This design comes from an exercise in tuning for small area, a short achievable clock period and few clock cycles on the open sky130 flow, not from production work.
The RTL was checked by simulation tests, not by an equivalence proof against the original design.
Power and IR drop assume default switching activity.

## the previous run
==> module dcache_sram, before the edit <==
module dcache_sram #(
  parameter int NUM_LINES = 16,
  parameter int DATA_W    = 128,
  parameter int IW        = 4,
  parameter int TW        = 24
) (
  input  logic              clk_i,
  input  logic              clr_valid_i,
  input  logic [IW-1:0]     rd_idx_i,
  output logic [TW-1:0]     rd_tag_o,
  output logic              rd_valid_o,
  output logic              rd_dirty_o,
  output logic [DATA_W-1:0] rd_data_o,
  input  logic [TW-1:0]     cmp_tag_i,
  output logic              rd_hit_o,
  input  logic [IW-1:0]     wr_idx_i,
  input  logic [3:0]        wr_word_en_i,
  input  logic [DATA_W-1:0] wr_data_i,
  input  logic              wr_tag_en_i,
  input  logic [TW-1:0]     wr_tag_i,
  input  logic              wr_dirty_en_i,
  input  logic              wr_dirty_i
);
  localparam int WW = DATA_W / 4;
  logic [NUM_LINES-1:0] valid_q;
  logic [NUM_LINES-1:0] dirty_q;
  logic [TW-1:0]        tag_q  [NUM_LINES];
  logic [DATA_W-1:0]    data_q [NUM_LINES];
  assign rd_tag_o   = tag_q[rd_idx_i];
  assign rd_valid_o = valid_q[rd_idx_i];
  assign rd_dirty_o = dirty_q[rd_idx_i];
  assign rd_data_o  = data_q[rd_idx_i];
  logic [NUM_LINES-1:0] match;
  always_comb begin
    for (int i = 0; i < NUM_LINES; i++) match[i] = valid_q[i] & (tag_q[i] == cmp_tag_i);
  end
  assign rd_hit_o = |(match & (NUM_LINES'(1) << rd_idx_i));
  always_ff @(posedge clk_i) begin
    for (int i = 0; i < NUM_LINES; i++) begin
      if (clr_valid_i) valid_q[i] <= 1'b0;
      else if (wr_tag_en_i && wr_idx_i == i) valid_q[i] <= 1'b1;
      if (wr_dirty_en_i && wr_idx_i == i) dirty_q[i] <= wr_dirty_i;
      if (wr_tag_en_i && wr_idx_i == i) tag_q[i] <= wr_tag_i;
      for (int w = 0; w < 4; w++)
        if (wr_word_en_i[w] && wr_idx_i == i) data_q[i][w*WW +: WW] <= wr_data_i[w*WW +: WW];
    end
  end
endmodule
==> module dcache_controller, before the edit <==
module dcache_controller #(
  parameter int NUM_LINES = 16,
  parameter int LINE_BITS = dcache_pkg::LINE_BITS
) (
  input  logic                 clk_i,
  input  logic                 rst_i,
  input  logic                 cpu_req_i,
  input  logic                 cpu_we_i,
  input  logic [31:0]          cpu_addr_i,
  input  logic [31:0]          cpu_data_i,
  output logic [31:0]          cpu_data_o,
  output logic                 cpu_stall_o,
  output logic                 mem_req_o,
  output logic                 mem_we_o,
  output logic [31:0]          mem_addr_o,
  output logic [LINE_BITS-1:0] mem_data_o,
  input  logic [LINE_BITS-1:0] mem_data_i,
  input  logic                 mem_ack_i
);
  localparam int IW = $clog2(NUM_LINES);
  localparam int TW = 32 - IW - dcache_pkg::OFF_W;
  localparam int WW = LINE_BITS / 4;
  logic [IW-1:0]        req_idx;
  logic [TW-1:0]        req_tag;
  logic [1:0]           word_sel;
  logic [3:0]           word_hot;
  logic [TW-1:0]        rd_tag;
  logic                 rd_valid;
  logic                 rd_dirty;
  logic [LINE_BITS-1:0] rd_data;
  logic                 rd_hit;
  logic                 hit;
  logic                 miss;
  logic                 wb;
  logic                 wb_ack;
  logic                 fill;
  logic                 store_hit;
  logic [3:0]           wr_word_en;
  logic [LINE_BITS-1:0] wr_data;
  assign req_idx  = cpu_addr_i[dcache_pkg::OFF_W +: IW];
  assign req_tag  = cpu_addr_i[31 -: TW];
  assign word_sel = cpu_addr_i[3:2];
  assign word_hot = 4'b0001 << word_sel;
  dcache_sram #(
    .NUM_LINES (NUM_LINES),
    .DATA_W    (LINE_BITS),
    .IW        (IW),
    .TW        (TW)
  ) u_sram (
    .clk_i         (clk_i),
    .clr_valid_i   (~rst_i),
    .rd_idx_i      (req_idx),
    .rd_tag_o      (rd_tag),
    .rd_valid_o    (rd_valid),
    .rd_dirty_o    (rd_dirty),
    .rd_data_o     (rd_data),
    .cmp_tag_i     (req_tag),
    .rd_hit_o      (rd_hit),
    .wr_idx_i      (req_idx),
    .wr_word_en_i  (wr_word_en),
    .wr_data_i     (wr_data),
    .wr_tag_en_i   (fill),
    .wr_tag_i      (req_tag),
    .wr_dirty_en_i (store_hit | fill | wb_ack),
    .wr_dirty_i    (~wb_ack & cpu_we_i)
  );
  always_comb begin
    hit       = rd_hit;
    miss      = rst_i & cpu_req_i & ~hit;
    wb        = rd_valid & rd_dirty;
    wb_ack    = miss & mem_ack_i & wb;
    fill      = miss & mem_ack_i & ~wb;
    store_hit = rst_i & cpu_req_i & hit & cpu_we_i;
    for (int w = 0; w < 4; w++) begin
      wr_word_en[w] = fill | (store_hit & word_hot[w]);
      wr_data[w*WW +: WW] = (fill & ~(cpu_we_i & word_hot[w])) ? mem_data_i[w*WW +: WW]
                                                                 : cpu_data_i;
    end
  end
  assign cpu_stall_o = miss & ~(mem_ack_i & ~wb);
  assign cpu_data_o  = mem_ack_i ? mem_data_i[{word_sel, 5'b0} +: 32]
                                 : rd_data[{word_sel, 5'b0} +: 32];
  assign mem_req_o   = miss;
  assign mem_we_o    = wb;
  assign mem_addr_o  = {wb ? rd_tag : req_tag, req_idx, {dcache_pkg::OFF_W{1'b0}}};
  assign mem_data_o  = rd_data;
endmodule
clock: 7.0 ns
lec_check: 0
cap_margin: 20
core_margin: 2
core_utilization: 45
setup_slack_margin: 2.0
slew_margin: 20
run.sh (not shown) runs the stock make flow with config.mk's settings and CLKGATE_MAP_FILE= SYNTH_SCRIPT=/design/flow/synth_recipe.tcl, a recipe that flattens the netlist after the stock synthesis.
Testbench counts of the previous run, summed over its fixed seeds: cycles 60,633.
--- input diff the previous run..the current run ---
--- a/flow/design.v
+++ b/flow/design.v
@@ -22,8 +22,6 @@
   output logic              rd_valid_o,
   output logic              rd_dirty_o,
   output logic [DATA_W-1:0] rd_data_o,
-  input  logic [TW-1:0]     cmp_tag_i,
-  output logic              rd_hit_o,
   input  logic [IW-1:0]     wr_idx_i,
   input  logic [3:0]        wr_word_en_i,
   input  logic [DATA_W-1:0] wr_data_i,
@@ -41,11 +39,6 @@
   assign rd_valid_o = valid_q[rd_idx_i];
   assign rd_dirty_o = dirty_q[rd_idx_i];
   assign rd_data_o  = data_q[rd_idx_i];
-  logic [NUM_LINES-1:0] match;
-  always_comb begin
-    for (int i = 0; i < NUM_LINES; i++) match[i] = valid_q[i] & (tag_q[i] == cmp_tag_i);
-  end
-  assign rd_hit_o = |(match & (NUM_LINES'(1) << rd_idx_i));
   always_ff @(posedge clk_i) begin
     for (int i = 0; i < NUM_LINES; i++) begin
       if (clr_valid_i) valid_q[i] <= 1'b0;
@@ -87,7 +80,6 @@
   logic                 rd_valid;
   logic                 rd_dirty;
   logic [LINE_BITS-1:0] rd_data;
-  logic                 rd_hit;
   logic                 hit;
   logic                 miss;
   logic                 wb;
@@ -113,8 +105,6 @@
     .rd_valid_o    (rd_valid),
     .rd_dirty_o    (rd_dirty),
     .rd_data_o     (rd_data),
-    .cmp_tag_i     (req_tag),
-    .rd_hit_o      (rd_hit),
     .wr_idx_i      (req_idx),
     .wr_word_en_i  (wr_word_en),
     .wr_data_i     (wr_data),
@@ -124,7 +114,7 @@
     .wr_dirty_i    (~wb_ack & cpu_we_i)
   );
   always_comb begin
-    hit       = rd_hit;
+    hit       = rd_valid & (rd_tag == req_tag);
     miss      = rst_i & cpu_req_i & ~hit;
     wb        = rd_valid & rd_dirty;
     wb_ack    = miss & mem_ack_i & wb;
==> run notes <==
Final area in the current run vs the previous run: down about 7%. Side by side, cell count along the critical path turned out higher in the current run than in the previous run. In the tables for the current run and the previous run, proportion of power drawn by combinational gates reads higher with the previous run. Per the comparison of the current run with the previous run, combined area of the multi-input logic cells lower; insertion delay of the later-clocked pin in the worst-skew pair lower; setup slack after layout lower; sequential cell area share higher; wire length reported by the detailed router lower. Synthesized cell count in the current run is about 12% lower than in the previous run. Areal power density over the cells is lower on the previous run. H-tree level count (lower): the current run. Compared with the previous run, the detailed router inserted fewer vias in the current run. Worst slack on hold paths: lower on the current run.
Testbench counts of the current run, summed over its fixed seeds: cycles 60,633.

-- static timing again, ports no longer ideal --
How much do the figures lean on ideal ports? The routed layouts below were timed once more, with nothing changed but the port constraints.
Step 1: set_driving_cell puts a clkbuf_16 on clk_i and a buf_2 on each other input, an assumption about the parent block.
Step 2 also shifts input and output timing later by t, the mid clock arrival at the registers, as if the neighbouring blocks saw the same clock.
Three values: no drivers, after step 1, after step 2; two values: the first two.
run	t, ns	slack for setup (ns)	worst hold slack (ns)	worst setup path at the end	latest minus earliest clock arrival (ns)
the previous run	1.026	1.298 / 0.964 / 0.943	0.522 / 0.522 / 0.522	input to register	0.080 / 0.080
the current run	0.971	1.261 / 1.005 / 0.772	0.452 / 0.452 / 0.452	input to register	0.056 / 0.056
After both steps every run listed still meets setup and hold. The setup slack of the current run, which loses most, moves by -0.256 ns with the drivers and by -0.489 ns with both steps.
